What follows belongs to an exercise in optimizing a design on an open flow for small area, a short achievable clock period and few clock cycles per item; a production flow would make more cautious choices.
The RTL was checked by simulation tests, not by an equivalence proof against the original design.
No activity file was given, so power comes from the tool's default toggle rates.

**design/flow/design.v**
```verilog
package nlc_pkg;
	localparam int NUM_CH = 4;
	localparam int CH_W = $clog2(NUM_CH);
	localparam int NUM_STEPS = 7;
	localparam int STEP_W = 3;
	localparam int NUM_COEFF = 6;
	localparam int WORD_W = 32;
	localparam int FRAC_BITS = 21;
	localparam int ADC_W = 21;
	typedef logic signed [WORD_W-1:0] word_t;
	typedef logic [ADC_W-1:0] adc_t;
	typedef logic [CH_W-1:0] ch_t;
	typedef logic [STEP_W-1:0] step_t;
	localparam word_t ONE = word_t'(1 << FRAC_BITS);
	localparam step_t STEP_OFFSET = 3'd0;
	localparam step_t STEP_SCALE = 3'd1;
	localparam step_t STEP_POLY = 3'd2;
	localparam step_t STEP_LAST = step_t'(NUM_STEPS - 1);
	localparam ch_t CH_LAST = ch_t'(NUM_CH - 1);
	typedef struct packed {
		word_t neg_mean;
		word_t recip_stdev;
		word_t [NUM_COEFF-1:0] coeff;
	} ch_param_t;
	typedef struct packed {
		word_t a;
		word_t b;
		word_t c;
		ch_t ch;
		step_t step;
		logic valid;
	} mac_op_t;
	typedef struct packed {
		word_t result;
		ch_t ch;
		step_t step;
		logic valid;
	} mac_res_t;
	typedef enum logic [1:0] {
		ST_IDLE,
		ST_RUN,
		ST_DRAIN,
		ST_DONE
	} ctrl_state_t;
	function automatic logic signed [WORD_W-1:0] to_word(logic [ADC_W-1:0] s);
		to_word = $signed({{(WORD_W - ADC_W){1'b0}}, s});
	endfunction
	function automatic logic [ADC_W-1:0] to_adc(logic signed [WORD_W-1:0] w);
		logic [ADC_W-1:0] s;
		if (w < 0) begin
			s = '0;
		end else if (w >= ONE) begin
			s = '1;
		end else begin
			s = w[ADC_W-1:0];
		end
		to_adc = s;
	endfunction
	function automatic logic signed [WORD_W-1:0] fx_scale(logic signed [WORD_W-1:0] a, logic signed [WORD_W-1:0] b);
		logic signed [2*WORD_W-1:0] prod;
		logic signed [2*WORD_W-1:0] shifted;
		prod = a * b;
		shifted = prod >>> FRAC_BITS;
		fx_scale = shifted[WORD_W-1:0];
	endfunction
	function automatic logic signed [WORD_W-1:0] fx_madd(logic signed [WORD_W-1:0] a, logic signed [WORD_W-1:0] b, logic signed [WORD_W-1:0] c);
		logic signed [WORD_W-1:0] sum;
		sum = fx_scale(a, b) + c;
		fx_madd = sum;
	endfunction
endpackage
`timescale 1ns/1ps
module fx_mac
(
	input logic clk,
	input logic rst,
	input nlc_pkg::mac_op_t op,
	output nlc_pkg::mac_res_t res
);
	typedef struct packed {
		nlc_pkg::word_t prod;
		nlc_pkg::word_t c;
		nlc_pkg::ch_t ch;
		nlc_pkg::step_t step;
		logic valid;
	} stage_t;
	stage_t s1;
	nlc_pkg::word_t scaled;
	nlc_pkg::word_t sum;
	assign scaled = nlc_pkg::fx_scale(op.a, op.b);
	always_ff @(posedge clk) begin
		if (op.valid) begin
			s1.prod <= scaled;
			s1.c <= op.c;
			s1.ch <= op.ch;
			s1.step <= op.step;
		end
		s1.valid <= op.valid;
		if (rst) begin
			s1.valid <= 1'b0;
		end
	end
	assign sum = s1.prod + s1.c;
	always_ff @(posedge clk) begin
		if (s1.valid) begin
			res.result <= sum;
			res.ch <= s1.ch;
			res.step <= s1.step;
		end
		res.valid <= s1.valid;
		if (rst) begin
			res.valid <= 1'b0;
		end
	end
endmodule
`timescale 1ns/1ps
module result_store
(
	input logic clk,
	input logic rst,
	input nlc_pkg::mac_res_t res,
	output logic [nlc_pkg::NUM_CH-1:0][nlc_pkg::ADC_W-1:0] x_lin
);
	logic final_hit;
	nlc_pkg::adc_t sample;
	logic [nlc_pkg::NUM_CH-1:0] wr_en;
	assign final_hit = res.valid && (res.step == nlc_pkg::STEP_LAST);
	assign sample = nlc_pkg::to_adc(res.result);
	genvar i;
	generate
		for (i = 0; i < nlc_pkg::NUM_CH; i++) begin : g_ch
			assign wr_en[i] = final_hit && (res.ch == nlc_pkg::ch_t'(i));
			always_ff @(posedge clk) begin
				if (rst) begin
					x_lin[i] <= '0;
				end else if (wr_en[i]) begin
					x_lin[i] <= sample;
				end
			end
		end
	endgenerate
endmodule
`timescale 1ns/1ps
module nlc_control
(
	input logic clk,
	input logic rst,
	input logic req,
	output logic ack,
	input logic [nlc_pkg::NUM_CH*nlc_pkg::ADC_W-1:0] x_adc,
	input logic [nlc_pkg::NUM_CH*256-1:0] ch_params,
	output nlc_pkg::mac_op_t op,
	input nlc_pkg::mac_res_t res
);
	nlc_pkg::ctrl_state_t state;
	nlc_pkg::ch_t ch_cnt;
	nlc_pkg::step_t step_cnt;
	logic start;
	logic res_final;
	logic [nlc_pkg::NUM_CH-1:0][nlc_pkg::ADC_W-1:0] x_cap;
	logic [nlc_pkg::NUM_CH-1:0][nlc_pkg::WORD_W-1:0] acc;
	logic [nlc_pkg::NUM_CH-1:0][nlc_pkg::WORD_W-1:0] n_val;
	nlc_pkg::ch_param_t prm;
	nlc_pkg::word_t cur_acc;
	nlc_pkg::word_t cur_n;
	nlc_pkg::step_t coeff_idx;
	nlc_pkg::mac_op_t op_next;
	assign start = (state == nlc_pkg::ST_IDLE) && req && !ack;
	assign res_final = res.valid && (res.step == nlc_pkg::STEP_LAST) && (res.ch == nlc_pkg::CH_LAST);
	always_ff @(posedge clk) begin
		if (rst) begin
			state <= nlc_pkg::ST_IDLE;
			ch_cnt <= '0;
			step_cnt <= '0;
			ack <= 1'b0;
		end else begin
			case (state)
				nlc_pkg::ST_IDLE: begin
					if (start) begin
						state <= nlc_pkg::ST_RUN;
						ch_cnt <= '0;
						step_cnt <= '0;
					end
				end
				nlc_pkg::ST_RUN: begin
					if (ch_cnt == nlc_pkg::CH_LAST) begin
						ch_cnt <= '0;
						if (step_cnt == nlc_pkg::STEP_LAST) begin
							state <= nlc_pkg::ST_DRAIN;
						end else begin
							step_cnt <= step_cnt + 1'b1;
						end
					end else begin
						ch_cnt <= ch_cnt + 1'b1;
					end
				end
				nlc_pkg::ST_DRAIN: begin
					if (res_final) begin
						state <= nlc_pkg::ST_DONE;
					end
				end
				nlc_pkg::ST_DONE: begin
					if (!ack) begin
						ack <= 1'b1;
					end else if (!req) begin
						ack <= 1'b0;
						state <= nlc_pkg::ST_IDLE;
					end
				end
				default: begin
					state <= nlc_pkg::ST_IDLE;
				end
			endcase
		end
	end
	always_ff @(posedge clk) begin
		if (start) begin
			x_cap <= x_adc;
		end
	end
	always_ff @(posedge clk) begin
		if (res.valid) begin
			acc[res.ch] <= res.result;
			if (res.step == nlc_pkg::STEP_SCALE) begin
				n_val[res.ch] <= res.result;
			end
		end
	end
	assign cur_acc = acc[ch_cnt];
	assign cur_n = n_val[ch_cnt];
	assign prm = ch_params[ch_cnt*256 +: 256];
	assign coeff_idx = nlc_pkg::STEP_LAST - step_cnt;
	always_comb begin
		op_next.ch = ch_cnt;
		op_next.step = step_cnt;
		op_next.valid = (state == nlc_pkg::ST_RUN);
		case (step_cnt)
			nlc_pkg::STEP_OFFSET: begin
				op_next.a = nlc_pkg::to_word(x_cap[ch_cnt]);
				op_next.b = nlc_pkg::ONE;
				op_next.c = prm.neg_mean;
			end
			nlc_pkg::STEP_SCALE: begin
				op_next.a = cur_acc;
				op_next.b = prm.recip_stdev;
				op_next.c = '0;
			end
			nlc_pkg::STEP_POLY: begin
				op_next.a = prm.coeff[nlc_pkg::NUM_COEFF-1];
				op_next.b = cur_n;
				op_next.c = prm.coeff[nlc_pkg::NUM_COEFF-2];
			end
			default: begin
				op_next.a = cur_acc;
				op_next.b = cur_n;
				op_next.c = prm.coeff[coeff_idx];
			end
		endcase
	end
	always_ff @(posedge clk) begin
		op <= op_next;
		if (rst) begin
			op.valid <= 1'b0;
		end
	end
endmodule
`timescale 1ns/1ps
module nlc_top
(
	input logic clk,
	input logic rst,
	input logic req,
	output logic ack,
	input logic [nlc_pkg::NUM_CH*nlc_pkg::ADC_W-1:0] x_adc,
	input logic [nlc_pkg::NUM_CH*256-1:0] ch_params,
	output logic [nlc_pkg::NUM_CH*nlc_pkg::ADC_W-1:0] x_lin
);
	nlc_pkg::mac_op_t op;
	nlc_pkg::mac_res_t res;
	nlc_control u_control (
		.clk (clk),
		.rst (rst),
		.req (req),
		.ack (ack),
		.x_adc (x_adc),
		.ch_params (ch_params),
		.op (op),
		.res (res)
	);
	fx_mac u_mac (
		.clk (clk),
		.rst (rst),
		.op (op),
		.res (res)
	);
	result_store u_store (
		.clk (clk),
		.rst (rst),
		.res (res),
		.x_lin (x_lin)
	);
endmodule
```
**design/flow/run.sh**
```bash
#!/bin/bash
# synth_recipe.tcl (not shown) runs the flow's synth.tcl, then flattens the netlist and writes it again
# the make line also repeats each setting of config.mk as NAME=value (left out here)
make -C /OpenROAD-flow-scripts/flow DESIGN_CONFIG=/design/flow/config.mk WORK_HOME=/design/flow/orfs CLKGATE_MAP_FILE= SYNTH_SCRIPT=/design/flow/synth_recipe.tcl finish
```
**design/flow/config.mk**
```make
export PLATFORM = sky130hd
export DESIGN_NAME = nlc_top
export DESIGN_NICKNAME = nlc_top
export VERILOG_FILES = /design/flow/design.v
export SDC_FILE = /design/flow/constraint.sdc
export NUM_CORES = 4
export LEC_CHECK = 0
export CAP_MARGIN = 20
export CORE_MARGIN = 2
export CORE_UTILIZATION = 40
export SLEW_MARGIN = 20
```
**design/flow/constraint.sdc**
```tcl
create_clock -name core_clock -period 10.0 [get_ports {clk}]
set_input_delay 2.0000 -clock core_clock [delete_from_list [all_inputs] [get_ports {clk}]]
set_output_delay 2.0000 -clock core_clock [all_outputs]
set_load 0.01 [all_outputs]
```
==> flow_metrics.py <==
metrics = {
    "status": {
        "status": "timing/DRC/antenna clean",
    },
    "logic_synthesis": {
        "synth_top_area_share_pct": 28.63,
        "synth_area_mm2": 0.06537,
        "yosys_warnings": 3,
        "synth_cells": 6056,
        "synthTopCellsByArea": "fa_1 (29%), edfxtp_1 (20%), mux4_2 (13%), inv_1 (6.6%), dfxtp_1 (6.0%)",
        "async_flop_share_pct": 0,
        "synth-edff-count": 446,
        "synth-seq-area-share_pct": 26.49,
        "synth_top_area_cell": "fa_1",
        "synth_cell_types": 65,
        "syn_nets": 8315,
        "synth_flop_cell": "edfxtp_1",
        "avgSynthCellArea_um2": 10.79,
        "synth_seq_cells": 642,
    },
    "die": {
        "die_height_um": 408.3,
        "core_mm2": 0.1626,
        "die_x_um": 408.3,
        "dieArea_mm2": 0.1667,
        "fp-row-count": 148,
        "ios": 1196,
        "start_util_pct": 40.21,
    },
    "place": {
        "dpl_cell_area_mm2": 0.07968,
        "hpwl_mm": 336.7,
        "io_buffers": 1195,
        "dp.cells": 9156,
        "finalWeightedCongestion": 1.082,
    },
    "job": {
        "cap_violations": 0,
    },
    "sta": {
        "finalCritPeriodShare_pct": 85.19,
        "finalHoldViolCount": 0,
        "tns_ns": 0,
        "worst_pin_slew_ns": 1.315,
        "drv_slew": 0,
        "slew_headroom_pct": 11.70,
        "finClkSkew_ns": 0.04862,
        "rsz0062_at_grt": "false",
        "timing.fmax_ghz": 0.1174,
        "setup_viol_count_final": 0,
        "period_needed_ns": 8.519,
    },
    "final_layout": {
        "drive_gt1_share_pct": 9.267,
        "nNetsFinal": 9318,
        "finalNonFillerCells": 9486,
        "syn_to_final_growth_pct": 26.63,
        "design_area_mm2": 0.08278,
    },
    "worst_setup_path": {
        "r2r_start": "u_control.op[88]",
        "cp-start-kind": "register",
        "crit_type": "register to register",
        "worstPathRequired_ns": 10.43,
        "endpoint_kind": "register",
        "startpoint": "u_control.op[88]",
        "regToRegEndpoint": "u_mac.s1[69]",
        "r2r_slack_ns": 1.48,
        "critical_path.max_fanout": 14,
        "arrival_ns": 8.95,
        "crit_path_end": "u_mac.s1[69]",
        "r2r_cells": 22,
    },
    "clock_tree": {
        "ctsResizeCount": 0,
        "clk_pin_slew_ns": 0.06,
        "clock_latency_ns": 0.71,
        "cts_setup_buffers": 0,
        "clock_sinks": 642,
        "cts_buffers": 75,
        "htree_levels": 3,
        "cts_hold_buf": 0,
        "clock_path_buffers": 3,
        "cts_tree": "yes",
        "cts-root-buf": "clkbuf_16",
    },
    "detailed_routing": {
        "ant_nets": 0,
        "drt-total-wl_mm": 396.5,
        "viasPerCell": 6.116,
        "first_pass_iters": 6,
        "wire_per_inst_um": 41.80,
        "initialDrtViolationCount": 9140,
        "drc_errors": 0,
        "num_vias": 58010,
    },
    "global_route": {
        "grt_pass1_vias": 53880,
        "grt_usage_pct": 47.04,
        "grt_max_degree": 129,
        "antenna_found_initial": 255,
        "grt_pass1_wl_mm": 514.8,
        "grt_overflow": 0,
    },
    "power_and_ir_drop": {
        "switchingPower_mw": 9.375,
        "p_sw_share_pct": 48.90,
        "power.leakage_nw": 34.12,
        "max-vdd-ir-drop_uv": 364.5,
        "cellPowerDensity_mw_per_mm2": 231.6,
        "p_clk_share_pct": 15.5,
        "p_comb_share_pct": 61.8,
        "p_seq_share_pct": 22.8,
        "internal_power_mw": 9.796,
    },
    "worst_hold_path": {
        "hold_class": "register to register",
    },
}
-- stage by stage --
stage / hold WS (ns) / worst slack (ns) / power, mW / util [%]
6_report: 0.4027 / 1.481 / 19.17 / 50.91
5_1_grt: 0.4104 / 1.169 / 19.86 / 50.73
4_1_cts: 0.3978 / 1.594 / 18.78 / 50.60
3_5_place_dp: 0.3887 / 1.564 / 15.68 / 49.01
3_3_place_gp: 0.3866 / 1.620 / 15.70 / 49.01
2_1_floorplan: 0.3519 / 0.1056 / 10.41 / -
-- registers in the layout (all words and copies together) (netlist names) --
name                count
u_control.ack           1
u_control.state         2
u_control.step_cnt      3
u_control.acc         128
u_store.x_lin          84
u_control.op          102
u_control.x_cap        84
u_mac.res              38
u_mac.s1               70
u_control.ch_cnt        2
u_control.n_val       128
-- cell families after synthesis --
| logic type | Yosys count | share of synthesized area (%) |
|---|---|---|
| AND/OR/NAND/NOR | 1578 | 11.35 |
| buffers and inverters | 1524 | 8.803 |
| adder cells (fa/ha/maj) | 1148 | 32.71 |
| AO/OA/AOI/OAI | 698 | 6.546 |
| flip-flops | 642 | 26.49 |
| multiplexers | 376 | 12.90 |
| XOR/XNOR | 90 | 1.206 |
-- per-layer routing --
layer | track usage [%] | part of all wire [%] | vias up
li1 | - | - | 21840
met1 | 60.11 | 37 | 30150
met2 | 63.85 | 40 | 5054
met3 | 24.79 | 16 | 908
met4 | 24.98 | 6.5 | 66
met5 | 0.6897 | 0.11 | -
-- worst max-delay path, stage by stage, from the launching register on --
cell      delay, ns
dfxtp_1        0.72
buf_4          0.36
and2_1         0.19
fa_1           0.43
inv_1          0.22
fa_1           0.46
fa_1           0.49
fa_1           0.81
fa_1           0.51
fa_1           0.51
fa_1           0.47
fa_1           0.51
inv_1          0.04
ha_1           0.25
a21o_1         0.20
a21oi_1        0.14
nor2b_1        0.11
or4_1          0.40
o32a_1         0.42
a31o_4         0.31
a311oi_4       0.35
o31ai_1        0.16
xnor2_1        0.15
-- how the worst min path moves through the flow --
stage	depth (start not counted)	slack [ns]	endpoint	from
after global placement	0	0.39	u_mac.s1[6]	u_control.op[6]
after global routing	0	0.41	u_mac.s1[23]	u_control.op[23]
after CTS	0	0.40	u_mac.s1[32]	u_control.op[32]
after detailed placement	0	0.39	u_mac.s1[19]	u_control.op[19]
final	0	0.40	u_mac.s1[14]	u_control.op[14]
after floorplan	0	0.35	u_control.op[4]	u_control.ch_cnt[0]
-- area by class of cell --
class,count,area (µm²)
diodes,189,473.0
well taps,2175,2721
fillers,14770,79810
inverters,1141,4284
multi-input cells,3890,42480
repair buffers,1309,12870
flip-flops and latches,642,17360
clock inverters,33,409.1
clock buffers,107,2182
-- cells in the mapped netlist, types with 4 or more instances --
| cell | count |
|---|---|
| o31ai_1 | 6 |
| nand2_1 | 756 |
| a221oi_1 | 32 |
| buf_1 | 27 |
| a211oi_1 | 12 |
| and2_1 | 488 |
| nand3_1 | 9 |
| xor2_1 | 24 |
| fa_1 | 935 |
| a31oi_1 | 6 |
| inv_1 | 1141 |
| dfxtp_1 | 196 |
| nor3_1 | 18 |
| a22o_1 | 42 |
| edfxtp_1 | 446 |
| a21oi_1 | 173 |
| mux4_2 | 373 |
| o21bai_1 | 28 |
| ha_1 | 213 |
| or3_1 | 5 |
| o21ai_0 | 274 |
| xnor2_1 | 66 |
| a2111oi_0 | 4 |
| nor2b_1 | 29 |
| nand4_1 | 11 |
| clkbuf_1 | 329 |
| nand2b_1 | 12 |
| a22oi_1 | 53 |
| nor2_1 | 224 |
| a21o_1 | 27 |
| buf_2 | 27 |
| o21a_1 | 11 |
| and3_1 | 5 |
-- placed cells by master (no fill, tap or decap), drive strengths merged, types with 196 or more instances in the layout --
| master | instances |
|---|---|
| edfxtp | 446 |
| dfxtp | 196 |
| o21ai | 276 |
| nand2 | 756 |
| nor2 | 224 |
| fa | 935 |
| and2 | 488 |
| mux4 | 373 |
| inv | 1146 |
| ha | 213 |
| clkdlybuf4s50 | 1194 |
-- power groups by stage --
stage	combinational [mW]	sequential (mW)	clock [mW]
6_report	11.8	4.37	2.96
5_1_grt	12.4	4.37	3.05
4_1_cts	11.5	4.34	2.96
3_5_place_dp	11.3	4.39	0
3_3_place_gp	11.3	4.37	0
2_1_floorplan	6.68	3.74	0
Testbench counts, summed over its fixed seeds: cycles 10,880, frames 320.

-- afterwards: timing with drivers on the ports --
No port has a modelled driver above. Below, the same layout with a new extraction and two added sets of constraints.
Step 1 sets driving cells, clkbuf_16 on the clock port and buf_2 on the other inputs (assumed; they add their load-dependent delay and slew).
Step 2 moves the port delays by t, midway between the first and last clock arrival at a register: inputs arrive t later, outputs are due t later. That takes back most of the time a late clock gives input paths.
Three values: no drivers, after step 1, after step 2; two values: the first two.
t (ns): 0.758
setup slack, ns: 1.481 / 1.481 / 1.481
worst hold slack (ns): 0.403 / 0.403 / 0.403
clock arrival spread, ns: 0.050 / 0.051
worst data-port slew with drivers (ns): 0.59
After both steps this run still meets setup and hold. The setup slack of this run moves by 0.000 ns with the drivers and by 0.000 ns with both steps.
